What follows belongs to an exercise in optimizing a design on an open flow for small area, a short achievable clock period and few clock cycles per item; a production flow would make more cautious choices.
The RTL was checked by simulation tests, not by an equivalence proof against the original design.
No activity file was given, so power comes from the tool's default toggle rates.

[constraint.sdc]
create_clock -name core_clock -period 10.0 [get_ports {clk}]
set_input_delay 2.0000 -clock core_clock [delete_from_list [all_inputs] [get_ports {clk}]]
set_output_delay 2.0000 -clock core_clock [all_outputs]
set_load 0.01 [all_outputs]
[design.v]
`timescale 1ns / 1ps
`default_nettype none
package qrs_pkg;
    localparam int COEF_W  = 16;
    localparam int OUT_W   = 40;
    localparam int KIND_W  = 3;
    localparam int SQ_N    = 33;   
    localparam int RAD_W   = 34;   
    localparam int SREM_W  = 35;   
    localparam int DV_N    = 32;   
    localparam int DVD_W   = 33;   
    localparam int DIV_W   = 16;   
    localparam int DREM_W  = 15;   
    localparam int NB_W    = 18;   
    localparam int N_W     = 35;   
    typedef enum logic [KIND_W-1:0] {
        KIND_INVALID = 3'd0,
        KIND_LINEAR  = 3'd1,
        KIND_TWO     = 3'd2,
        KIND_DOUBLE  = 3'd3,
        KIND_COMPLEX = 3'd4
    } kind_t;
endpackage
`default_nettype wire
`timescale 1ns / 1ps
`default_nettype none
import qrs_pkg::*;
module qrs_sqrt_cell
#(
    parameter int S = 1
)(
    input  wire logic [SREM_W-1:0] rem_in,
    input  wire logic [SQ_N-1:0]   root_in,
    input  wire logic [RAD_W-1:0]  rad_in,
    output logic [SREM_W-1:0]      rem_out,
    output logic [SQ_N-1:0]        root_out,
    output logic [RAD_W-1:0]       rad_out
);
    localparam int IPAIRS = RAD_W / 2;
    localparam int W      = S + 2;    
    logic [1:0]   pair;
    logic [W-1:0] rem_sh;
    logic [W-1:0] trial;
    logic [W-1:0] diff;
    logic         ge;
    if (S <= IPAIRS)
    begin : g_pair
        assign pair = rad_in[2*(IPAIRS-S) +: 2];
        if (S < IPAIRS)
        begin : g_rest
            assign rad_out = RAD_W'(rad_in[2*(IPAIRS-S)-1:0]);
        end
        else
        begin : g_none
            assign rad_out = '0;
        end
    end
    else
    begin : g_frac
        assign pair    = 2'b00;
        assign rad_out = '0;
    end
    if (S == 1)
    begin : g_first
        assign rem_sh = W'(pair);
        assign trial  = W'(1);
    end
    else
    begin : g_next
        assign rem_sh = {rem_in[S-1:0], pair};
        assign trial  = W'({root_in[S-2:0], 2'b01});
    end
    assign ge       = (rem_sh >= trial);
    assign diff     = rem_sh - trial;
    assign rem_out  = SREM_W'(ge ? diff[S:0] : rem_sh[S:0]);
    if (S == 1)
    begin : g_r1
        assign root_out = SQ_N'(ge);
    end
    else
    begin : g_rn
        assign root_out = SQ_N'({root_in[S-2:0], ge});
    end
endmodule
`default_nettype wire
`timescale 1ns / 1ps
`default_nettype none
import qrs_pkg::*;
module qrs_div_cell
#(
    parameter int S = 1
)(
    input  wire logic [DIV_W-1:0]  dv,
    input  wire logic [DREM_W-1:0] rem1_in,
    input  wire logic [DREM_W-1:0] rem2_in,
    input  wire logic [DVD_W-1:0]  dvd1_in,
    input  wire logic [DVD_W-1:0]  dvd2_in,
    input  wire logic [DV_N-1:0]   quo1_in,
    input  wire logic [DV_N-1:0]   quo2_in,
    output logic [DREM_W-1:0]      rem1_out,
    output logic [DREM_W-1:0]      rem2_out,
    output logic [DVD_W-1:0]       dvd1_out,
    output logic [DVD_W-1:0]       dvd2_out,
    output logic [DV_N-1:0]        quo1_out,
    output logic [DV_N-1:0]        quo2_out
);
    localparam int B = DV_N - S;    
    logic [DREM_W:0] sh1, sh2;
    logic [DREM_W:0] df1, df2;
    logic            ge1, ge2;
    assign sh1 = {rem1_in, dvd1_in[B]};
    assign sh2 = {rem2_in, dvd2_in[B]};
    assign ge1 = (sh1 >= (DREM_W+1)'(dv));
    assign ge2 = (sh2 >= (DREM_W+1)'(dv));
    assign df1 = sh1 - (DREM_W+1)'(dv);
    assign df2 = sh2 - (DREM_W+1)'(dv);
    assign rem1_out = ge1 ? df1[DREM_W-1:0] : sh1[DREM_W-1:0];
    assign rem2_out = ge2 ? df2[DREM_W-1:0] : sh2[DREM_W-1:0];
    if (B > 0)
    begin : g_rest
        assign dvd1_out = DVD_W'(dvd1_in[B-1:0]);
        assign dvd2_out = DVD_W'(dvd2_in[B-1:0]);
    end
    else
    begin : g_none
        assign dvd1_out = '0;
        assign dvd2_out = '0;
    end
    assign quo1_out = quo1_in | (DV_N'(ge1) << B);
    assign quo2_out = quo2_in | (DV_N'(ge2) << B);
endmodule
module qrs_div_cell4
#(
    parameter int S = 1
)(
    input  wire logic [DIV_W-1:0]  dv,
    input  wire logic [DIV_W+1:0]  dv3,       
    input  wire logic [DREM_W-1:0] rem1_in,
    input  wire logic [DREM_W-1:0] rem2_in,
    input  wire logic [DVD_W-1:0]  dvd1_in,
    input  wire logic [DVD_W-1:0]  dvd2_in,
    input  wire logic [DV_N-1:0]   quo1_in,
    input  wire logic [DV_N-1:0]   quo2_in,
    output logic [DREM_W-1:0]      rem1_out,
    output logic [DREM_W-1:0]      rem2_out,
    output logic [DVD_W-1:0]       dvd1_out,
    output logic [DVD_W-1:0]       dvd2_out,
    output logic [DV_N-1:0]        quo1_out,
    output logic [DV_N-1:0]        quo2_out
);
    localparam int B  = DV_N - 2 * S;    
    localparam int SW = DREM_W + 3;      
    function automatic logic [DREM_W+1:0] r4(input logic [DREM_W-1:0] rem, input logic [1:0] bits,
                                            input logic [DIV_W-1:0] d, input logic [DIV_W+1:0] d3);
        logic [SW-1:0] sh, t1, t2, t3;
        logic          g1, g2, g3;
        logic [1:0]    q;
        logic [DREM_W-1:0] r;
        sh = SW'({rem, bits});
        t1 = sh - SW'(d);
        t2 = sh - SW'({d, 1'b0});
        t3 = sh - SW'(d3);
        g1 = !t1[SW-1];
        g2 = !t2[SW-1];
        g3 = !t3[SW-1];
        if (g3)
        begin
            q = 2'd3;
            r = t3[DREM_W-1:0];
        end
        else if (g2)
        begin
            q = 2'd2;
            r = t2[DREM_W-1:0];
        end
        else if (g1)
        begin
            q = 2'd1;
            r = t1[DREM_W-1:0];
        end
        else
        begin
            q = 2'd0;
            r = sh[DREM_W-1:0];
        end
        r4 = {q, r};
    endfunction
    logic [DREM_W+1:0] o1, o2;
    assign o1 = r4(rem1_in, dvd1_in[B +: 2], dv, dv3);
    assign o2 = r4(rem2_in, dvd2_in[B +: 2], dv, dv3);
    assign rem1_out = o1[DREM_W-1:0];
    assign rem2_out = o2[DREM_W-1:0];
    if (B > 0)
    begin : g_rest
        assign dvd1_out = DVD_W'(dvd1_in[B-1:0]);
        assign dvd2_out = DVD_W'(dvd2_in[B-1:0]);
    end
    else
    begin : g_none
        assign dvd1_out = '0;
        assign dvd2_out = '0;
    end
    assign quo1_out = quo1_in | (DV_N'(o1[DREM_W+1:DREM_W]) << B);
    assign quo2_out = quo2_in | (DV_N'(o2[DREM_W+1:DREM_W]) << B);
endmodule
`default_nettype wire
`timescale 1ns / 1ps
`default_nettype none
import qrs_pkg::*;
module quadratic_root_solver_unit
#(
    parameter logic [SQ_N:0] SQ_CUT = 34'b1111111111111111111111111111101001,
    parameter bit              DV_R4  = 1'b1,
    parameter logic [DV_N:0]   DV_CUT = 33'b000000000000000011111111111111111
)(
    input  wire logic                     clk,
    input  wire logic                     rst_n,
    input  wire logic                     in_valid,
    output logic                          in_ready,
    input  wire logic signed [COEF_W-1:0] coef_a,
    input  wire logic signed [COEF_W-1:0] coef_b,
    input  wire logic signed [COEF_W-1:0] coef_c,
    output logic                          out_valid,
    output logic [KIND_W-1:0]             root_kind,
    output logic signed [OUT_W-1:0]       first_value,
    output logic signed [OUT_W-1:0]       second_value,
    input  wire logic                     out_ready
);
    logic adv;         
    logic rdy_reg;     
    logic oq_v;        
    logic sk_v;        
    logic push;        
    logic pop;         
    logic oq_v_next, sk_v_next;
    assign pop = oq_v && out_ready;
    always_comb
    begin
        oq_v_next = oq_v;
        sk_v_next = sk_v;
        if (pop)
        begin
            oq_v_next = sk_v || push;
            sk_v_next = sk_v && push;
        end
        else if (push)
        begin
            oq_v_next = 1'b1;
            sk_v_next = oq_v;
        end
    end
    always_ff @(posedge clk or negedge rst_n)
    begin
        if (!rst_n)
        begin
            oq_v    <= 1'b0;
            sk_v    <= 1'b0;
            adv     <= 1'b1;
            rdy_reg <= 1'b1;
        end
        else
        begin
            oq_v    <= oq_v_next;
            sk_v    <= sk_v_next;
            adv     <= !sk_v_next;
            rdy_reg <= !(sk_v_next && oq_v_next);
        end
    end
    assign in_ready = rdy_reg;
    logic                     v0;
    logic signed [COEF_W-1:0] a0, x0, y0;
    logic [COEF_W-1:0]        ub0, uc0;      
    logic                     sc0, za0, zb0;
    always_ff @(posedge clk or negedge rst_n)
    begin
        if (!rst_n)
            v0 <= 1'b0;
        else if (adv)
            v0 <= in_valid;
    end
    always_ff @(posedge clk)
    begin
        if (adv)
        begin
            a0  <= coef_a;
            ub0 <= coef_b[COEF_W-1] ? COEF_W'(-(17'(coef_b))) : COEF_W'(coef_b);
            uc0 <= coef_c[COEF_W-1] ? COEF_W'(-(17'(coef_c))) : COEF_W'(coef_c);
            sc0 <= coef_c[COEF_W-1];
            za0 <= (coef_a == '0);
            zb0 <= (coef_b == '0);
            x0  <= (coef_a == '0) ? coef_c : coef_b;
            y0  <= (coef_a == '0) ? coef_b : coef_a;
        end
    end
    logic                     v1;
    logic [19:0]              pb1[4];
    logic signed [20:0]       pa1[4];
    logic                     sc1, za1, zb1;
    logic signed [COEF_W-1:0] x1, y1;
    logic signed [4:0]        cn[4];
    always_ff @(posedge clk or negedge rst_n)
    begin
        if (!rst_n)
            v1 <= 1'b0;
        else if (adv)
            v1 <= v0;
    end
    always_comb
    begin
        for (int k = 0; k < 4; k++)
            cn[k] = {1'b0, uc0[4*k +: 4]};
    end
    always_ff @(posedge clk)
    begin
        if (adv)
        begin
            for (int k = 0; k < 4; k++)
            begin
                pb1[k] <= 20'(ub0 * ub0[4*k +: 4]);
                pa1[k] <= 21'(a0 * cn[k]);
            end
            sc1 <= sc0;
            za1 <= za0;
            zb1 <= zb0;
            x1  <= x0;
            y1  <= y0;
        end
    end
    logic                     v2;
    logic [33:0]              bb2;           
    logic signed [33:0]       ac2;           
    logic                     sc2, za2, zb2;
    logic signed [COEF_W-1:0] x2, y2;
    logic [33:0]              bsum;
    logic signed [33:0]       asum;
    always_comb
    begin
        bsum = '0;
        asum = '0;
        for (int k = 0; k < 4; k++)
        begin
            bsum = bsum + (34'(pb1[k]) << (4 * k));
            asum = asum + (34'(pa1[k]) <<< (4 * k + 2));
        end
    end
    always_ff @(posedge clk or negedge rst_n)
    begin
        if (!rst_n)
            v2 <= 1'b0;
        else if (adv)
            v2 <= v1;
    end
    always_ff @(posedge clk)
    begin
        if (adv)
        begin
            bb2 <= bsum;
            ac2 <= asum;
            sc2 <= sc1;
            za2 <= za1;
            zb2 <= zb1;
            x2  <= x1;
            y2  <= y1;
        end
    end
    localparam int SIDE_W = KIND_W + 2 * COEF_W;
    logic signed [33:0] d2, nd2;
    logic [KIND_W-1:0]  kind2;
    logic [RAD_W-1:0]   rad2;
    always_comb
    begin
        d2   = sc2 ? 34'(bb2) + ac2 : 34'(bb2) - ac2;
        nd2  = sc2 ? -(34'(bb2)) - ac2 : ac2 - 34'(bb2);
        rad2 = d2[33] ? RAD_W'(nd2) : RAD_W'(d2);
        if (za2)
            kind2 = zb2 ? KIND_INVALID : KIND_LINEAR;
        else if (!d2[33] && !nd2[33])
            kind2 = KIND_DOUBLE;
        else if (!d2[33])
            kind2 = KIND_TWO;
        else
            kind2 = KIND_COMPLEX;
    end
    logic [SQ_N:0]      sq_v;
    logic [SREM_W-1:0]  sq_rem [SQ_N+1];
    logic [SQ_N-1:0]    sq_root[SQ_N+1];
    logic [RAD_W-1:0]   sq_rad [SQ_N+1];
    logic [SIDE_W-1:0]  sq_side[SQ_N+1];
    for (genvar s = 0; s <= SQ_N; s++)
    begin : g_sq
        logic               vc;
        logic [SREM_W-1:0]  rem_c;
        logic [SQ_N-1:0]    root_c;
        logic [RAD_W-1:0]   rad_c;
        logic [SIDE_W-1:0]  side_c;
        if (s == 0)
        begin : g_src
            assign vc     = v2;
            assign rem_c  = '0;
            assign root_c = '0;
            assign rad_c  = rad2;
            assign side_c = {kind2, x2, y2};
        end
        else
        begin : g_step
            qrs_sqrt_cell #(.S(s)) u_cell (
                .rem_in(sq_rem[s-1]), .root_in(sq_root[s-1]), .rad_in(sq_rad[s-1]),
                .rem_out(rem_c), .root_out(root_c), .rad_out(rad_c)
            );
            assign vc     = sq_v[s-1];
            assign side_c = sq_side[s-1];
        end
        if (SQ_CUT[s])
        begin : g_reg
            always_ff @(posedge clk or negedge rst_n)
            begin
                if (!rst_n)
                    sq_v[s] <= 1'b0;
                else if (adv)
                    sq_v[s] <= vc;
            end
            always_ff @(posedge clk)
            begin
                if (adv)
                begin
                    sq_rem[s]  <= rem_c;
                    sq_root[s] <= root_c;
                    sq_rad[s]  <= rad_c;
                    sq_side[s] <= side_c;
                end
            end
        end
        else
        begin : g_wire
            assign sq_v[s]    = vc;
            assign sq_rem[s]  = rem_c;
            assign sq_root[s] = root_c;
            assign sq_rad[s]  = rad_c;
            assign sq_side[s] = side_c;
        end
    end
    logic [KIND_W-1:0]        kq;
    logic signed [COEF_W-1:0] xq, yq;
    logic signed [NB_W-1:0]   nbq;
    logic [SQ_N-1:0]          rq;
    logic                     incq, cplx_q, real_q;
    logic signed [N_W-1:0]    bq, n1_c, n2_c;
    logic                     e1_c, e2_c;
    always_comb
    begin
        {kq, xq, yq} = sq_side[SQ_N];
        rq     = sq_root[SQ_N];
        incq   = (sq_rem[SQ_N] > SREM_W'(rq));
        cplx_q = (kq == KIND_COMPLEX);
        nbq    = (kq == KIND_LINEAR) ? -(NB_W'(xq) <<< 1) : -(NB_W'(xq));
        bq     = N_W'(nbq) <<< 16;
        real_q = (kq == KIND_TWO) || (kq == KIND_DOUBLE);
        n1_c   = real_q ? bq + N_W'(rq) : bq;
        e1_c   = real_q ? incq : 1'b0;
        n2_c   = cplx_q ? N_W'(rq) : bq + ~(N_W'(rq));
        e2_c   = cplx_q ? incq : !incq;
    end
    logic [DIV_W-1:0]         dvq;
    logic                     dsq;
    logic signed [DIV_W+2:0]  hpq, hnq;
    always_comb
    begin
        dvq = yq[COEF_W-1] ? DIV_W'(-(17'(yq))) : DIV_W'(yq);
        dsq = yq[COEF_W-1];
        hpq = (DIV_W+3)'((kq == KIND_LINEAR) ? {dvq[DIV_W-1:1], 1'b0} : dvq);
        hnq = hpq - (DIV_W+3)'({dvq, 1'b0});
    end
    logic                     ra_v;
    logic [KIND_W-1:0]        ra_k;
    logic [DIV_W-1:0]         ra_dv;
    logic                     ra_ds;
    logic signed [DIV_W+2:0]  ra_hp, ra_hn;
    logic signed [N_W-1:0]    ra_n1, ra_n2;
    logic                     ra_e1, ra_e2;
    always_ff @(posedge clk or negedge rst_n)
    begin
        if (!rst_n)
            ra_v <= 1'b0;
        else if (adv)
            ra_v <= sq_v[SQ_N];
    end
    always_ff @(posedge clk)
    begin
        if (adv)
        begin
            ra_k  <= kq;
            ra_dv <= dvq;
            ra_ds <= dsq;
            ra_hp <= hpq;
            ra_hn <= hnq;
            ra_n1 <= n1_c;
            ra_n2 <= n2_c;
            ra_e1 <= e1_c;
            ra_e2 <= e2_c;
        end
    end
    localparam int DV_ST   = DV_R4 ? DV_N / 2 : DV_N;    
    localparam int D3_W    = DV_R4 ? DIV_W + 2 : 1;      
    localparam int DSIDE_W = KIND_W + DIV_W + D3_W + 4;
    logic [DIV_W-1:0]     dvr;
    logic                 dsr;
    logic signed [DIV_W+2:0] hp, hn;
    logic [DVD_W-1:0]     m1_c, m2_c;
    logic                 ng1_c, ng2_c, z1_c, z2_c;
    logic [D3_W-1:0]      dv3_c;
    function automatic logic [DVD_W+1:0] operand(input logic signed [N_W-1:0] n,
                                                 input logic e, input logic ng,
                                                 input logic signed [DIV_W+2:0] hpos,
                                                 input logic signed [DIV_W+2:0] hneg);
        logic signed [N_W+1:0] t;
        t = (N_W+2)'(n[N_W-1] ? ~n : n) + (N_W+2)'(ng ? hneg : hpos)
            + (N_W+2)'(n[N_W-1] ? !e : e);
        operand = {1'b0, t[N_W+1], DVD_W'(t >>> 1)};
    endfunction
    logic [DVD_W+1:0] op1, op2;
    always_comb
    begin
        dvr    = ra_dv;
        dsr    = ra_ds;
        hp     = ra_hp;
        hn     = ra_hn;
        ng1_c  = ra_n1[N_W-1] ^ dsr;
        ng2_c  = (ra_k == KIND_COMPLEX) ? 1'b0 : (ra_n2[N_W-1] ^ dsr);
        op1    = operand(ra_n1, ra_e1, ng1_c, hp, hn);
        op2    = operand(ra_n2, ra_e2, ng2_c, hp, hn);
        m1_c   = op1[DVD_W-1:0];
        m2_c   = op2[DVD_W-1:0];
        z1_c   = op1[DVD_W];
        z2_c   = op2[DVD_W];
        dv3_c  = D3_W'((DIV_W+2)'(dvr) + (DIV_W+2)'({dvr, 1'b0}));
    end
    logic [DV_ST:0]      dq_v;
    logic [DREM_W-1:0]   dq_r1  [DV_ST+1];
    logic [DREM_W-1:0]   dq_r2  [DV_ST+1];
    logic [DVD_W-1:0]    dq_m1  [DV_ST+1];
    logic [DVD_W-1:0]    dq_m2  [DV_ST+1];
    logic [DV_N-1:0]     dq_q1  [DV_ST+1];
    logic [DV_N-1:0]     dq_q2  [DV_ST+1];
    logic [DSIDE_W-1:0]  dq_side[DV_ST+1];
    for (genvar s = 0; s <= DV_ST; s++)
    begin : g_dv
        logic               vc;
        logic [DREM_W-1:0]  r1_c, r2_c;
        logic [DVD_W-1:0]   m1_s, m2_s;
        logic [DV_N-1:0]    q1_c, q2_c;
        logic [DSIDE_W-1:0] side_c;
        if (s == 0)
        begin : g_src
            assign vc     = ra_v;
            assign r1_c   = DREM_W'(m1_c[DVD_W-1]);
            assign r2_c   = DREM_W'(m2_c[DVD_W-1]);
            assign m1_s   = DVD_W'(m1_c[DVD_W-2:0]);
            assign m2_s   = DVD_W'(m2_c[DVD_W-2:0]);
            assign q1_c   = '0;
            assign q2_c   = '0;
            assign side_c = {ra_k, dvr, dv3_c, ng1_c, ng2_c, z1_c, z2_c};
        end
        else
        begin : g_step
            if (DV_R4)
            begin : g_r4
                qrs_div_cell4 #(.S(s)) u_cell (
                    .dv(dq_side[s-1][DIV_W+D3_W+3:D3_W+4]), .dv3(dq_side[s-1][D3_W+3:4]),
                    .rem1_in(dq_r1[s-1]), .rem2_in(dq_r2[s-1]),
                    .dvd1_in(dq_m1[s-1]), .dvd2_in(dq_m2[s-1]),
                    .quo1_in(dq_q1[s-1]), .quo2_in(dq_q2[s-1]),
                    .rem1_out(r1_c), .rem2_out(r2_c),
                    .dvd1_out(m1_s), .dvd2_out(m2_s),
                    .quo1_out(q1_c), .quo2_out(q2_c)
                );
            end
            else
            begin : g_r2
                qrs_div_cell #(.S(s)) u_cell (
                    .dv(dq_side[s-1][DIV_W+D3_W+3:D3_W+4]),
                    .rem1_in(dq_r1[s-1]), .rem2_in(dq_r2[s-1]),
                    .dvd1_in(dq_m1[s-1]), .dvd2_in(dq_m2[s-1]),
                    .quo1_in(dq_q1[s-1]), .quo2_in(dq_q2[s-1]),
                    .rem1_out(r1_c), .rem2_out(r2_c),
                    .dvd1_out(m1_s), .dvd2_out(m2_s),
                    .quo1_out(q1_c), .quo2_out(q2_c)
                );
            end
            assign vc     = dq_v[s-1];
            assign side_c = dq_side[s-1];
        end
        if (DV_CUT[s])
        begin : g_reg
            always_ff @(posedge clk or negedge rst_n)
            begin
                if (!rst_n)
                    dq_v[s] <= 1'b0;
                else if (adv)
                    dq_v[s] <= vc;
            end
            always_ff @(posedge clk)
            begin
                if (adv)
                begin
                    dq_r1[s]   <= r1_c;
                    dq_r2[s]   <= r2_c;
                    dq_m1[s]   <= m1_s;
                    dq_m2[s]   <= m2_s;
                    dq_q1[s]   <= q1_c;
                    dq_q2[s]   <= q2_c;
                    dq_side[s] <= side_c;
                end
            end
        end
        else
        begin : g_wire
            assign dq_v[s]    = vc;
            assign dq_r1[s]   = r1_c;
            assign dq_r2[s]   = r2_c;
            assign dq_m1[s]   = m1_s;
            assign dq_m2[s]   = m2_s;
            assign dq_q1[s]   = q1_c;
            assign dq_q2[s]   = q2_c;
            assign dq_side[s] = side_c;
        end
    end
    logic [KIND_W-1:0]       kf;
    logic                    ngf1, ngf2, zf1, zf2;
    logic signed [OUT_W-1:0] v1_c, v2_c;
    always_comb
    begin
        kf   = dq_side[DV_ST][DSIDE_W-1 -: KIND_W];
        {ngf1, ngf2, zf1, zf2} = dq_side[DV_ST][3:0];
        v1_c = ngf1 ? {8'hff, ~dq_q1[DV_ST]} : {8'h00, dq_q1[DV_ST]};
        v2_c = ngf2 ? {8'hff, ~dq_q2[DV_ST]} : {8'h00, dq_q2[DV_ST]};
        if (kf == KIND_INVALID || zf1)
            v1_c = '0;
        if (kf == KIND_INVALID || kf == KIND_LINEAR || zf2)
            v2_c = '0;
    end
    assign push = adv && dq_v[DV_ST];
    logic [KIND_W-1:0]       ok_reg, sk_k;
    logic signed [OUT_W-1:0] o1_reg, o2_reg, sk_1, sk_2;
    always_ff @(posedge clk)
    begin
        if (!oq_v || out_ready)
        begin
            if (sk_v)
            begin
                ok_reg <= sk_k;
                o1_reg <= sk_1;
                o2_reg <= sk_2;
            end
            else
            begin
                ok_reg <= kf;
                o1_reg <= v1_c;
                o2_reg <= v2_c;
            end
        end
        if (!sk_v || out_ready)
        begin
            sk_k <= kf;
            sk_1 <= v1_c;
            sk_2 <= v2_c;
        end
    end
    assign out_valid    = oq_v;
    assign root_kind    = ok_reg;
    assign first_value  = o1_reg;
    assign second_value = o2_reg;
endmodule
`default_nettype wire
[config.mk]
export PLATFORM = sky130hd
export DESIGN_NAME = quadratic_root_solver_unit
export DESIGN_NICKNAME = quadratic_root_solver_unit
export VERILOG_FILES = /design/flow/design.v
export SDC_FILE = /design/flow/constraint.sdc
export NUM_CORES = 4
export LEC_CHECK = 0
export CAP_MARGIN = 20
export CORE_MARGIN = 2
export CORE_UTILIZATION = 50
export SETUP_SLACK_MARGIN = 5
export SLEW_MARGIN = 20
[run.sh]
#!/bin/bash
# synth_recipe.tcl (not shown) runs the flow's synth.tcl, then flattens the netlist and writes it again
# the make line also repeats each setting of config.mk as NAME=value (left out here)
make -C /OpenROAD-flow-scripts/flow DESIGN_CONFIG=/design/flow/config.mk WORK_HOME=/design/flow/orfs CLKGATE_MAP_FILE= SYNTH_SCRIPT=/design/flow/synth_recipe.tcl finish
==> results of run 1 <==
worst max-delay path by stage:
stage	depth (start not counted)	end
2_1_floorplan	0	a0[0]
3_3_place_gp	22	sq_side[0][32]
3_5_place_dp	22	sq_side[0][32]
4_1_cts	22	sq_side[0][32]
5_1_grt	19	pa1[1][14]
6_report	19	pa1[1][14]
timing repair:
item                                   4_1_cts  5_1_grt
endpoints found under the hold margin        0        0
setup endpoints to repair                   57       78
setup buffers                               20       55
gates resized for setup                     26       42
cloned                                       1        1
pin swaps                                    1       12
kinds of logic (layout without fill, tap and decap cells):
| family | after synthesis | after routing | share of synthesized area, % |
|---|---|---|---|
| AO/OA/AOI/OAI | 5638 | 5638 | 11.92 |
| AND/OR/NAND/NOR | 5626 | 5626 | 9.011 |
| flip-flops | 5295 | 5295 | 53.32 |
| adder cells (fa/ha/maj) | 3038 | 3038 | 13.77 |
| buffers and inverters | 2861 | 3839 | 3.641 |
| XOR/XNOR | 1919 | 1920 | 5.647 |
| multiplexers | 743 | 743 | 2.683 |
| other | 0 | 24 | 0 |
layout by cell type, fill, tap and decap left out, types with 72 or more instances in the layout:
| cell | instances |
|---|---|
| clkdlybuf4s50_1 | 135 |
| and2_1 | 314 |
| ha_1 | 2638 |
| fa_1 | 397 |
| clkbuf_1 | 104 |
| o21ai_0 | 1341 |
| a21o_1 | 598 |
| a21oi_1 | 1656 |
| and3_1 | 128 |
| a31oi_1 | 147 |
| clkbuf_16 | 590 |
| inv_1 | 2395 |
| o211ai_1 | 148 |
| clkinv_1 | 132 |
| o31ai_1 | 167 |
| nand4_1 | 80 |
| o21bai_1 | 167 |
| nand2_1 | 1490 |
| nor3_1 | 460 |
| mux2_2 | 401 |
| nor2b_1 | 372 |
| or2_2 | 92 |
| nand2b_1 | 352 |
| mux2i_1 | 307 |
| xor2_1 | 617 |
| nor2_1 | 1574 |
| nor4_1 | 72 |
| a211o_1 | 95 |
| a211oi_1 | 209 |
| nand3_1 | 354 |
| or3_1 | 151 |
| xnor2_1 | 1275 |
| edfxtp_1 | 5239 |
| a21boi_0 | 152 |
| o21a_1 | 283 |
| buf_4 | 217 |
power by group through the flow:
| stage | Combinational, mW | Clock (mW) | Sequential, mW |
|---|---|---|---|
| 2_1_floorplan | 48.5 | 0 | 37.7 |
| 3_3_place_gp | 62.3 | 0 | 41.3 |
| 3_5_place_dp | 63.1 | 0 | 41.3 |
| 4_1_cts | 63.7 | 21.6 | 41.0 |
| 5_1_grt | 71.5 | 22.4 | 41.4 |
| 6_report | 64.0 | 20.9 | 40.7 |
critical path, cell delays in order (launching register included):
cell and delay (ns):
edfxtp_1 0.36, buf_4 0.21, and2_1 0.16, ha_1 0.27, inv_1 0.05, fa_1 0.51
fa_1 0.56, inv_1 0.05, ha_1 0.32, nor2b_1 0.15, o21ai_2 0.12, a21boi_1 0.10
o21ai_1 0.17, a21boi_0 0.14, o21a_1 0.22, or2_2 0.29, a21o_1 0.21, a2111oi_2 0.36
nor3_1 0.12, xor2_1 0.15
cell type report:
cell class | count | area share [%]
Clock inverter | 356 | 1.057
Timing Repair Buffer | 387 | 1.103
Clock buffer | 695 | 4.612
Tap cell | 7837 | 2.984
Multi-Input combinational cell | 16970 | 39.18
Sequential cell | 5295 | 48.30
Antenna cell | 24 | 0.01828
Inverter | 2401 | 2.742
metrics by stage:
| step | setup slack, ns | cell area (µm²) | cells |
|---|---|---|---|
| floorplan | -21.37 | 297700 | 25120 |
| global placement | 3.762 | 309000 | 32810 |
| detailed placement | 3.915 | 309000 | 32810 |
| CTS | 4.987 | 327900 | 33880 |
| global route | 4.900 | 328600 | 33950 |
| finish | 5.196 | 328600 | 33960 |
metal layers:
metal | up-vias | global-route usage [%] | wire length, µm
met4 | 4 | 5.798 | 19280
met3 | 962 | 2.319 | 29560
met2 | 3961 | 38.00 | 333100
li1 | 92650 | - | -
met1 | 90510 | 32.39 | 325300
met5 | - | 0 | 27
==> results.sh, run 1 <==
export IMPL_r2r_slack_ns=5.20
export IMPL_port_buffers=136
export IMPL_cp_max_fo=17
export IMPL_synthToLayoutAreaGrowth_pct=10.41
export IMPL_grt_ovfl_total=0
export IMPL_grt_pass1_vias=181200
export IMPL_die_height_um=775.6
export IMPL_hold_class="reg -> reg"
export IMPL_design_power_total_mw=125.6
export IMPL_synth_main_ff_cell="edfxtp_1"
export IMPL_cts_buffers=581
export IMPL_drtAntennaViolNets=0
export IMPL_rsz0062_at_grt="yes"
export IMPL_synth_cells=25120
export IMPL_tightest_slew_ns=1.080
export IMPL_wirelength_mm=707.3
export IMPL_place_congestion=0.9091
export IMPL_worstSetupPathType="reg -> reg"
export IMPL_r2r_end="pa1[1][14]"
export IMPL_synth_top_cell_area_share_pct=52.85
export IMPL_cts_htree_levels=6
export IMPL_ys_ff_latch=5295
export IMPL_clock_sinks=5295
export IMPL_synth_avg_cell_area_um2=11.85
export IMPL_hold_path_depth=0
export IMPL_clockPowerShare_pct=16.7
export IMPL_row_count=283
export IMPL_hpwl_mm=537.6
export IMPL_drt_vias_per_instance=5.539
export IMPL_max_cap_violations=0
export IMPL_holdPathEnd="sq_side[10][24]"
export IMPL_reg_top3="sq_side x1085, dq_side x647, sq_root x554"
export IMPL_r2r_start="a0[1]"
export IMPL_die_area_um2=601500
export IMPL_cts_root_buf="clkbuf_16"
export IMPL_ff_latch_area_um2=158700
export IMPL_syn_area_um2=297700
export IMPL_synth_cell_types=104
export IMPL_worstPathArrival_ns=5.65
export IMPL_drtIter0Drc=13650
export IMPL_end_kind="flop"
export IMPL_insertion_delay_ns=1.13
export IMPL_gr_usage_all_layers_pct=22.89
export IMPL_setup_tns_ns=0
export IMPL_finalNetCount=28720
export IMPL_fin_util_pct=55.38
export IMPL_max_clock_path_buffers=4
export IMPL_synth_common_cells="5,239 x edfxtp_1, 2,641 x ha_1, 2,397 x inv_1"
export IMPL_start_util_pct=50.16
export IMPL_setup_violations=0
export IMPL_timing_slew_headroom_pct=27.04
export IMPL_synth_edf_count=5239
export IMPL_top_register="sq_side"
export IMPL_hold_buffers=0
export IMPL_synth_area_top_cells="edfxtp_1 53%, ha_1 11%, xnor2_1 3.8%"
export IMPL_core_area_um2=593500
export IMPL_r2r_cells=19
export IMPL_yosys_warnings=75
export IMPL_synthArstFlopShare_pct=1.058
export IMPL_intPower_mw=74.71
export IMPL_peakVddDrop_uv=297.0
export IMPL_avgRoutedWirePerCell_um=20.83
export IMPL_hp_start="sq_side[9][24]"
export IMPL_startpoint_type="flop"
export IMPL_p_sw_share_pct=40.53
export IMPL_worst_clock_skew_ns=0.04203
export IMPL_setup_worst_path_start="a0[1]"
export IMPL_critPathRequiredTime_ns=10.84
export IMPL_p_leak_nw=139.6
export IMPL_whs_ns=0.3915
export IMPL_yosysMostFrequentCell="edfxtp_1"
export IMPL_ys_seq_area_share_pct=53.32
export IMPL_antenna_found_initial=29
export IMPL_firstDrtPassIters=8
export IMPL_multi_input_area_um2=128800
export IMPL_status="no timing/DRC/antenna violations"
export IMPL_grt_max_degree=189
export IMPL_cts_clk_slew_worst_paths_ns=0.06
export IMPL_grt_pass1_wl_mm=1079
export IMPL_final_min_clock_period_ns=4.804
export IMPL_fin_crit_sh_pct=48.04
export IMPL_final_hold_violation_count=0
export IMPL_die_w_um=775.6
export IMPL_yosys_area_top_type="edfxtp_1"
export IMPL_routed_via_count=188100
export IMPL_drc=0
export IMPL_syn_nets=28210
export IMPL_fillCellCount=50000
export IMPL_p_per_area_nw_per_um2=382.3
export IMPL_p_comb_share_pct=50.9
export IMPL_power_switching_mw=50.92
export IMPL_cts_tree="built"
export IMPL_fmax_mhz=208.1
export IMPL_largest_reg_flops=1085
export IMPL_slew_violations=0
export IMPL_pin_count=137
export IMPL_seq_power_share_pct=32.4
export IMPL_drive_gt1_share_pct=6.767
Testbench counts, summed over its fixed seeds: cycles 12,424, items 12,000.
==> run 2, diff against run 1 <==
==> flow/run.sh (new file) <==
#!/bin/bash
set -euo pipefail
bash standard.sh SETUP_SLACK_MARGIN=6.0 finish > standard.log 2>&1
==> standard.sh (new file) <==
#!/bin/bash
# synth_recipe.tcl (not shown) runs the flow's synth.tcl, then flattens the netlist and writes it again
# the make line also repeats each setting of config.mk as NAME=value (left out here)
make -C /OpenROAD-flow-scripts/flow DESIGN_CONFIG=/design/flow/config.mk WORK_HOME=/design/flow/orfs CLKGATE_MAP_FILE= SYNTH_SCRIPT=/design/flow/synth_recipe.tcl "${@:-finish}"
--- a/config.mk
+++ b/config.mk
@@ -9,4 +9,3 @@
 export CORE_MARGIN = 2
 export CORE_UTILIZATION = 50
-export SETUP_SLACK_MARGIN = 5
 export SLEW_MARGIN = 20
removed: run.sh
==> results.sh, run 2 <==
export IMPL_setup_tns_ns=0
export IMPL_cts_htree_levels=6
export IMPL_die_area_um2=601500
export IMPL_worstSetupPathType="reg -> reg"
export IMPL_cts_root_buf="clkbuf_16"
export IMPL_tightest_slew_ns=1.147
export IMPL_met1_usage_pct=33.04
export IMPL_synth_edf_count=5239
export IMPL_reg_top3="sq_side x1085, dq_side x647, sq_root x554"
export IMPL_hold_buffers=0
export IMPL_antenna_found_initial=30
export IMPL_cts_buffers=581
export IMPL_power_switching_mw=53.53
export IMPL_insertion_delay_ns=1.12
export IMPL_avgRoutedWirePerCell_um=21.22
export IMPL_startpoint_type="flop"
export IMPL_final_min_clock_period_ns=4.513
export IMPL_busiest_layer="met2"
export IMPL_intPower_mw=77.96
export IMPL_p_comb_share_pct=53.1
export IMPL_cts_tree="built"
export IMPL_fin_area_um2=338800
export IMPL_grt_pass1_wl_mm=1102
export IMPL_p_sw_share_pct=40.71
export IMPL_multi_input_area_um2=133700
export IMPL_p_per_area_nw_per_um2=388.0
export IMPL_largest_reg_flops=1085
export IMPL_seq_power_share_pct=30.9
export IMPL_drc=0
export IMPL_synth_common_cells="5,239 x edfxtp_1, 2,641 x ha_1, 2,397 x inv_1"
export IMPL_dp_worst_setup_slack_ns=3.915
export IMPL_timing_slew_headroom_pct=23.56
export IMPL_clockPowerShare_pct=16.0
export IMPL_top_register="sq_side"
export IMPL_place_area_um2=309000
export IMPL_routed_via_count=192300
export IMPL_grt_ovfl_total=0
export IMPL_cts_clk_slew_worst_paths_ns=0.06
export IMPL_clock_sinks=5295
export IMPL_die_height_um=775.6
export IMPL_synthArstFlopShare_pct=1.058
export IMPL_final_hold_violation_count=0
export IMPL_yosys_area_top_type="edfxtp_1"
export IMPL_synth_cell_types=104
export IMPL_fillCellCount=49220
export IMPL_final_common_cell="edfxtp_1"
export IMPL_syn_nets=28210
export IMPL_hold_class="reg -> reg"
export IMPL_fmax_mhz=221.6
export IMPL_critPathRequiredTime_ns=10.83
export IMPL_hpwl_mm=537.6
export IMPL_yosys_warnings=75
export IMPL_cp_slowest_stage_delay_ns=0.53
export IMPL_drt_vias_per_instance=5.569
export IMPL_die_w_um=775.6
export IMPL_cp_max_fo=4
export IMPL_mostFrequentLayoutCells="5,239 x edfxtp_1, 2,543 x ha_1, 2,335 x inv_1"
export IMPL_grt_use_met2_pct=38.95
export IMPL_rsz0062_at_grt="yes"
export IMPL_grtUsageMet3_pct=2.293
export IMPL_ff_latch_area_um2=158700
export IMPL_worstPathArrival_ns=5.34
export IMPL_ys_ff_latch=5295
export IMPL_port_buffers=136
export IMPL_place_congestion=0.9091
export IMPL_cp_slowest_cell="fa_1"
export IMPL_core_area_um2=593500
export IMPL_max_cap_violations=0
export IMPL_ys_seq_area_share_pct=53.32
export IMPL_pin_count=137
export IMPL_start_util_pct=50.16
export IMPL_end_kind="flop"
export IMPL_status="no timing/DRC/antenna violations"
export IMPL_p_leak_nw=144.0
export IMPL_gr_usage_all_layers_pct=23.39
export IMPL_wirelength_mm=733.0
export IMPL_drive_gt1_share_pct=11.60
export IMPL_synth_area_top_cells="edfxtp_1 53%, ha_1 11%, xnor2_1 3.8%"
export IMPL_finalNetCount=29310
export IMPL_max_clock_path_buffers=4
export IMPL_peakVddDrop_uv=318.4
export IMPL_worst_clock_skew_ns=0.05202
export IMPL_synth_main_ff_cell="edfxtp_1"
export IMPL_synth_avg_cell_area_um2=11.85
export IMPL_synth_cells=25120
export IMPL_drtIter0Drc=14410
export IMPL_cp_cell_sequence="buf_4, buf_6, buf_6, and2_4, ha_4, inv_2, fa_1, fa_1, inv_2, ha_4, nor2b_4, o21ai_2, a21boi_2, o21ai_1, nand2_1, a21o_1, a21boi_2, a311o_1, o2111ai_2, a21oi_2, xor2_1"
export IMPL_setup_violations=0
export IMPL_fin_crit_sh_pct=45.13
export IMPL_grt_pass1_vias=184700
export IMPL_yosysMostFrequentCell="edfxtp_1"
export IMPL_crit_buf_inv=5
export IMPL_syn_area_um2=297700
export IMPL_row_count=283
export IMPL_firstDrtPassIters=6
export IMPL_slew_violations=0
export IMPL_crit_family="adder cells"
export IMPL_drtAntennaViolNets=0
export IMPL_synthToLayoutAreaGrowth_pct=13.83
export IMPL_grt_max_degree=189
export IMPL_synth_top_cell_area_share_pct=52.85
export IMPL_timing_final_ws_setup_ns=5.487
==> run 2: cell types whose count changed in the layout (fill, tap and decap cells not counted), moves of 74 or more <==
cell | previous run | this run
o21ai_0 | 1341 | 1217
clkdlybuf4s50_1 | 135 | 50
a21oi_1 | 1656 | 1519
buf_6 | 4 | 141
ha_1 | 2638 | 2543
dlygate4sd2_1 | 0 | 74
buf_4 | 217 | 593
a21oi_2 | 8 | 130
ha_4 | 0 | 77
==> run 2: metrics by stage <==
stage          total power, mW  hold WS (ns)  cells  utilization [%]
2_1_floorplan            86.21        0.4003  25120                -
6_report                 131.5        0.3891  34540            57.10
4_1_cts                  129.1        0.3829  34280            56.32
3_5_place_dp             104.4        0.4045  32810            52.06
5_1_grt                  141.0        0.4008  34530            57.09
3_3_place_gp             103.6        0.4001  32810            52.06
==> run 2: path summary, 6_finish.rpt <==
path,from,end,slack [ns],cells past startpoint
max,a0[2],pa1[0][20],5.49,21
min,sq_side[9][24],sq_side[10][24],0.39,0
max reg2reg,a0[2],pa1[0][20],5.49,21
min reg2reg,sq_side[9][24],sq_side[10][24],0.39,0
max in group asynchronous,rst_n,sk_v,8.44,2
min in group asynchronous,rst_n,sq_v[32],1.04,2
==> run 2: power by group through the flow <==
stage	logic (mW)	registers, mW	clock network (mW)
after global routing	77.3	41.4	22.4
after floorplan	48.5	37.7	0
after detailed placement	63.1	41.3	0
after CTS	66.6	40.9	21.6
final	69.8	40.7	21.0
after global placement	62.3	41.3	0
==> run 2: logic make-up after synthesis <==
family | share of synthesized area [%]
AOI/OAI and AO/OA | 11.92
xor gates and xnor gates | 5.647
adders and majority gates | 13.77
buffers and inverters | 3.641
DFF | 53.32
muxes | 2.683
and+or+nand+nor | 9.011
==> run 2: area by class of cell <==
cell class | instances | area share, %
flip-flops and latches | 5295 | 46.85
multi-input cells | 16980 | 39.45
clock buffers | 695 | 4.473
well taps | 7837 | 2.894
inverters | 2401 | 2.665
repair buffers | 952 | 2.634
clock inverters | 356 | 1.025
diodes | 19 | 0.01403
==> run 2: timing repair <==
action	4_1_cts	5_1_grt
endpoints found under the setup margin	985	970
pin swaps	314	395
gates resized for setup	820	658
setup buffers	397	224
gates cloned	21	19
==> run 2: per-layer routing <==
metal	vias to the layer above	wire, µm
met2	4252	346800
met5	-	13
met4	2	20340
met1	93220	334200
li1	93850	-
met3	1015	31650
==> run 2: worst reg2reg max path: cells and delay by family, from the launching register on <==
| kind | cells | cell delay, ns |
|---|---|---|
| fa+ha+maj | 4 | 1.53 |
| compound gates | 8 | 1.25 |
| buf+inv | 5 | 0.47 |
| simple gates | 3 | 0.45 |
| flops | 1 | 0.41 |
| xor+xnor | 1 | 0.15 |
==> run 3, diff against run 2 <==
--- a/design.v
+++ b/design.v
@@ -269,7 +269,9 @@
     assign in_ready = rdy_reg;
     logic                     v0;
-    logic signed [COEF_W-1:0] a0, x0, y0;
+    logic signed [COEF_W:0]   a0;            
+    logic signed [COEF_W:0]   x0;
+    logic signed [COEF_W-1:0] y0;
     logic [COEF_W-1:0]        ub0, uc0;      
-    logic                     sc0, za0, zb0;
+    logic                     za0, zb0;
     always_ff @(posedge clk or negedge rst_n)
     begin
@@ -283,20 +285,36 @@
         if (adv)
         begin
-            a0  <= coef_a;
+            a0  <= coef_c[COEF_W-1] ? -(17'(coef_a)) : 17'(coef_a);
             ub0 <= coef_b[COEF_W-1] ? COEF_W'(-(17'(coef_b))) : COEF_W'(coef_b);
             uc0 <= coef_c[COEF_W-1] ? COEF_W'(-(17'(coef_c))) : COEF_W'(coef_c);
-            sc0 <= coef_c[COEF_W-1];
             za0 <= (coef_a == '0);
             zb0 <= (coef_b == '0);
-            x0  <= (coef_a == '0) ? coef_c : coef_b;
+            x0  <= (coef_a == '0) ? {coef_c, 1'b0} : 17'(coef_b);
             y0  <= (coef_a == '0) ? coef_b : coef_a;
         end
     end
+    function automatic logic [41:0] csa(input logic [20:0] p, input logic [20:0] q,
+                                        input logic [20:0] r);
+        logic [20:0] sm, cy;
+        sm = p ^ q ^ r;
+        cy = (p & q) | (p & r) | (q & r);
+        csa = {sm, cy[19:0], 1'b0};
+    endfunction
+    function automatic logic [20:0] nib(input logic [20:0] x, input logic [3:0] n);
+        logic [20:0] r0, r1, r2, r3, s1, c1, s2, c2;
+        r0 = n[0] ? x : '0;
+        r1 = n[1] ? (x << 1) : '0;
+        r2 = n[2] ? (x << 2) : '0;
+        r3 = n[3] ? (x << 3) : '0;
+        {s1, c1} = csa(r0, r1, r2);
+        {s2, c2} = csa(s1, c1, r3);
+        nib = s2 + c2;
+    endfunction
     logic                     v1;
     logic [19:0]              pb1[4];
     logic signed [20:0]       pa1[4];
-    logic                     sc1, za1, zb1;
-    logic signed [COEF_W-1:0] x1, y1;
-    logic signed [4:0]        cn[4];
+    logic                     za1, zb1;
+    logic signed [COEF_W:0]   x1;
+    logic signed [COEF_W-1:0] y1;
     always_ff @(posedge clk or negedge rst_n)
     begin
@@ -306,9 +324,4 @@
             v1 <= v0;
     end
-    always_comb
-    begin
-        for (int k = 0; k < 4; k++)
-            cn[k] = {1'b0, uc0[4*k +: 4]};
-    end
     always_ff @(posedge clk)
     begin
@@ -317,8 +330,7 @@
             for (int k = 0; k < 4; k++)
             begin
-                pb1[k] <= 20'(ub0 * ub0[4*k +: 4]);
-                pa1[k] <= 21'(a0 * cn[k]);
+                pb1[k] <= 20'(nib(21'(ub0), ub0[4*k +: 4]));
+                pa1[k] <= nib(21'(a0), uc0[4*k +: 4]);
             end
-            sc1 <= sc0;
             za1 <= za0;
             zb1 <= zb0;
@@ -330,6 +342,7 @@
     logic [33:0]              bb2;           
     logic signed [33:0]       ac2;           
-    logic                     sc2, za2, zb2;
-    logic signed [COEF_W-1:0] x2, y2;
+    logic                     za2, zb2;
+    logic signed [COEF_W:0]   x2;
+    logic signed [COEF_W-1:0] y2;
     logic [33:0]              bsum;
     logic signed [33:0]       asum;
@@ -357,5 +370,4 @@
             bb2 <= bsum;
             ac2 <= asum;
-            sc2 <= sc1;
             za2 <= za1;
             zb2 <= zb1;
@@ -364,5 +376,5 @@
         end
     end
-    localparam int SIDE_W = KIND_W + 2 * COEF_W;
+    localparam int SIDE_W = KIND_W + 2 * COEF_W + 1;
     logic signed [33:0] d2, nd2;
     logic [KIND_W-1:0]  kind2;
@@ -370,6 +382,6 @@
     always_comb
     begin
-        d2   = sc2 ? 34'(bb2) + ac2 : 34'(bb2) - ac2;
-        nd2  = sc2 ? -(34'(bb2)) - ac2 : ac2 - 34'(bb2);
+        d2   = 34'(bb2) - ac2;
+        nd2  = ac2 - 34'(bb2);
         rad2 = d2[33] ? RAD_W'(nd2) : RAD_W'(d2);
         if (za2)
@@ -441,9 +453,10 @@
     end
     logic [KIND_W-1:0]        kq;
-    logic signed [COEF_W-1:0] xq, yq;
-    logic signed [NB_W-1:0]   nbq;
+    logic signed [COEF_W:0]   xq;
+    logic signed [COEF_W-1:0] yq;
+    logic signed [N_W-1:0]    xsq;
     logic [SQ_N-1:0]          rq;
     logic                     incq, cplx_q, real_q;
-    logic signed [N_W-1:0]    bq, n1_c, n2_c;
+    logic signed [N_W-1:0]    n1_c, n2_c;
     logic                     e1_c, e2_c;
     always_comb
@@ -453,10 +466,9 @@
         incq   = (sq_rem[SQ_N] > SREM_W'(rq));
         cplx_q = (kq == KIND_COMPLEX);
-        nbq    = (kq == KIND_LINEAR) ? -(NB_W'(xq) <<< 1) : -(NB_W'(xq));
-        bq     = N_W'(nbq) <<< 16;
         real_q = (kq == KIND_TWO) || (kq == KIND_DOUBLE);
-        n1_c   = real_q ? bq + N_W'(rq) : bq;
+        xsq    = N_W'(xq) <<< 16;
+        n1_c   = real_q ? N_W'(rq) - xsq : -xsq;
         e1_c   = real_q ? incq : 1'b0;
-        n2_c   = cplx_q ? N_W'(rq) : bq + ~(N_W'(rq));
+        n2_c   = cplx_q ? N_W'(rq) : ~(xsq + N_W'(rq));
         e2_c   = cplx_q ? incq : !incq;
     end
==> results.sh, run 3 <==
export IMPL_status="complete, but fails checks"
export IMPL_so_violations="max-capacitance violations, max-slew violations"
export IMPL_syn_area_um2=294100
export IMPL_synth_area_top_cells="edfxtp_1 54%, ha_1 11%, xnor2_1 3.5%"
export IMPL_timing_final_ws_setup_ns=5.575
export IMPL_largest_reg_flops=1116
export IMPL_slew_violations=1
export IMPL_syn_nets=27500
export IMPL_final_hold_violation_count=0
export IMPL_intPower_mw=77.10
export IMPL_insertion_delay_ns=1.11
export IMPL_ys_seq_area_share_pct=54.30
export IMPL_pin_count=137
export IMPL_p_leak_nw=140.9
export IMPL_mostFrequentLayoutCells="5,271 x edfxtp_1, 2,428 x ha_1, 2,182 x inv_1"
export IMPL_worstSetupPathType="reg -> reg"
export IMPL_grt_pass1_vias=180400
export IMPL_ys_ff_latch=5327
export IMPL_p_per_area_nw_per_um2=383.8
export IMPL_hold_buffers=0
export IMPL_p_sw_share_pct=39.83
export IMPL_hold_path_depth=0
export IMPL_gr_usage_all_layers_pct=22.16
export IMPL_wirelength_mm=682.5
export IMPL_worst_clock_skew_ns=0.05369
export IMPL_r2r_start="ub0[2]"
export IMPL_hold_class="reg -> reg"
export IMPL_setup_violations=0
export IMPL_max_clock_path_buffers=4
export IMPL_die_area_um2=594400
export IMPL_drive_gt1_share_pct=10.83
export IMPL_grt_ovfl_total=0
export IMPL_grt_pass1_wl_mm=1041
export IMPL_cts_root_buf="clkbuf_16"
export IMPL_fmax_mhz=226.0
export IMPL_core_area_um2=585700
export IMPL_place_inst=32170
export IMPL_end_kind="flop"
export IMPL_die_height_um=770.9
export IMPL_synth_main_ff_cell="edfxtp_1"
export IMPL_start_util_pct=50.21
export IMPL_cp_max_fo=3
export IMPL_top_register="sq_side"
export IMPL_port_buffers=136
export IMPL_max_cap_violations=1
export IMPL_synth_cells=24560
export IMPL_synth_edf_count=5271
export IMPL_critPathRequiredTime_ns=10.82
export IMPL_peakVddDrop_uv=306.3
export IMPL_synth_common_cells="5,271 x edfxtp_1, 2,480 x ha_1, 2,216 x inv_1"
export IMPL_synth_top_cell_area_share_pct=53.82
export IMPL_final_min_clock_period_ns=4.425
export IMPL_finalNetCount=28470
export IMPL_dp_worst_setup_slack_ns=4.374
export IMPL_p_comb_share_pct=51.9
export IMPL_cts_htree_levels=6
export IMPL_drt_vias_per_instance=5.506
export IMPL_hpwl_mm=498.5
export IMPL_r2r_slack_ns=5.57
export IMPL_row_count=281
export IMPL_reg_top3="sq_side x1116, dq_side x647, sq_root x554"
export IMPL_cts_buffers=579
export IMPL_holdPathEnd="sq_side[33][33]"
export IMPL_yosysMostFrequentCell="edfxtp_1"
export IMPL_place_congestion=0.8855
export IMPL_synth_avg_cell_area_um2=11.98
export IMPL_die_w_um=770.9
export IMPL_synthArstFlopShare_pct=1.051
export IMPL_tightest_slew_ns=1.474
export IMPL_firstDrtPassIters=5
export IMPL_grt_max_degree=187
export IMPL_setup_tns_ns=0
export IMPL_drtAntennaViolNets=0
export IMPL_yosys_area_top_type="edfxtp_1"
export IMPL_r2r_end="pb1[3][17]"
export IMPL_drc=0
export IMPL_fin_crit_sh_pct=44.25
export IMPL_cts_clk_slew_worst_paths_ns=0.06
export IMPL_cts_tree="built"
export IMPL_hp_start="sq_side[32][33]"
export IMPL_timing_slew_headroom_pct=-0.8077
export IMPL_worstPathArrival_ns=5.25
export IMPL_rsz0062_at_grt="yes"
export IMPL_routed_via_count=186100
export IMPL_avgRoutedWirePerCell_um=20.20
export IMPL_layoutNonFillerInstCount=33790
export IMPL_power_switching_mw=51.03
export IMPL_drtIter0Drc=12980
export IMPL_final_common_cell="edfxtp_1"
export IMPL_clock_sinks=5327
export IMPL_synthToLayoutAreaGrowth_pct=13.53
export IMPL_yosys_warnings=73
export IMPL_seq_power_share_pct=31.5
export IMPL_clockPowerShare_pct=16.6
export IMPL_startpoint_type="flop"
export IMPL_antenna_found_initial=13
export IMPL_r2r_cells=17
export IMPL_synth_cell_types=101
run 3: changes by cell type in the layout (fill, tap and decap cells not counted), sizes merged, moves of 46 or more:
cell,before,now
ha,2641,2480
a21oi,1665,1483
o211ai,148,102
inv,2436,2247
buf,809,715
xnor2,1295,1164
nand2b,354,292
a21boi,157,222
and2,318,223
nand2,1500,1655
run 3: kinds of logic after synthesis:
group	after synthesis	synth area share, %
compound gates	5530	11.96
xor+xnor	1801	5.363
fa+ha+maj	2889	13.33
buf+inv	2698	3.482
flops	5327	54.30
mux	728	2.649
simple gates	5584	8.915
run 3: how the worst max path moves through the flow:
stage	slack [ns]	end	from	cells after the start
floorplan	-21.56	a0[0]	adv	0
global placement	4.45	dq_m2[0][27]	ra_n2[34]	19
detailed placement	4.37	dq_m2[0][27]	ra_n2[34]	19
CTS	5.66	pa1[3][19]	a0[1]	18
global route	5.44	pb1[3][17]	ub0[1]	17
finish	5.57	pb1[3][17]	ub0[2]	17
run 3: layout make-up:
type,instances,area (µm²)
Fill cell,48550,251900
Sequential cell,5327,159700
Multi-Input combinational cell,16550,128700
Clock buffer,692,15100
Tap cell,7782,9737
Inverter,2217,8376
Timing Repair Buffer,859,8218
Clock inverter,360,3988
Antenna cell,6,15.01
Timing Repair inverter,1,7.507
run 3: what timing repair did:
item,CTS,global route
endpoints found under the setup margin,903,849
buffers inserted,319,200
resized for setup,677,589
pin swaps,261,267
gates cloned,20,25
run 3: per-layer routing:
layer / vias up / part of all wire (%) / GRT usage (%)
met3: 1026 / 3.9 / 2.217
met4: 0 / 3.4 / 6.780
met2: 3591 / 48 / 37.38
met1: 89510 / 45 / 30.41
li1: 91930 / - / -
met5: - / 0 / 0
run 3: stage by stage:
step	util (%)	hold slack (ns)	area, µm²	power [mW]
floorplan	-	0.4003	294100	84.97
global placement	52.12	0.4002	305300	100.4
detailed placement	52.12	0.4045	305300	101.3
CTS	56.28	0.3672	329600	125.9
global route	57.00	0.3671	333900	137.9
finish	57.00	0.3869	333900	128.1
run 3: critical path, cell delays in order, from the launching register on:
cell and delay [ns]:
edfxtp_1 0.49, buf_6 0.18, and2_4 0.14, fa_1 0.46, fa_1 0.47, ha_2 0.20
fa_2 0.34, a21o_1 0.17, a21oi_2 0.14, o21bai_1 0.12, a21oi_2 0.15, o21bai_1 0.09
a21oi_2 0.17, o21bai_1 0.12, a2111o_1 0.42, a31o_2 0.26, a21oi_2 0.15, xnor2_1 0.08
run 3: power by group through the flow:
stage | registers (mW) | logic [mW] | clock network, mW
CTS | 40.6 | 63.4 | 22.0
finish | 40.3 | 66.5 | 21.3
detailed placement | 41.0 | 60.3 | 0
floorplan | 37.9 | 47.1 | 0
global placement | 41.0 | 59.4 | 0
global route | 41.1 | 74.0 | 22.8
Testbench counts of run 3, summed over its fixed seeds: cycles 12,424, items 12,000.

separate check: timing with driven ports:
No port has a modelled driver above. Below, the same layouts with a new extraction and two added sets of constraints.
Step 1, drivers: a clkbuf_16 drives clk and a buf_2 each remaining input, both assumed.
Step 2 moves the port delays by t, midway between the first and last clock arrival at a register: inputs arrive t later, outputs are due t later. That takes back most of the time a late clock gives input paths.
Slacks: no drivers / after step 1 / after step 2; pairs: no drivers / after step 1.
run | t (ns) | setup WS [ns] | worst setup path at the end | worst slew at a driven data input, ns
run 1 | 1.223 | 5.196 / 5.196 / 5.133 | input to register | 0.04
run 2 | 1.227 | 5.487 / 5.487 / 5.214 | input to register | 0.04
run 3 | 1.207 | 5.575 / 5.575 / 5.142 | input to register | 0.06
The setup slack of run 3, which loses most, moves by 0.000 ns with the drivers and by -0.433 ns with both steps.
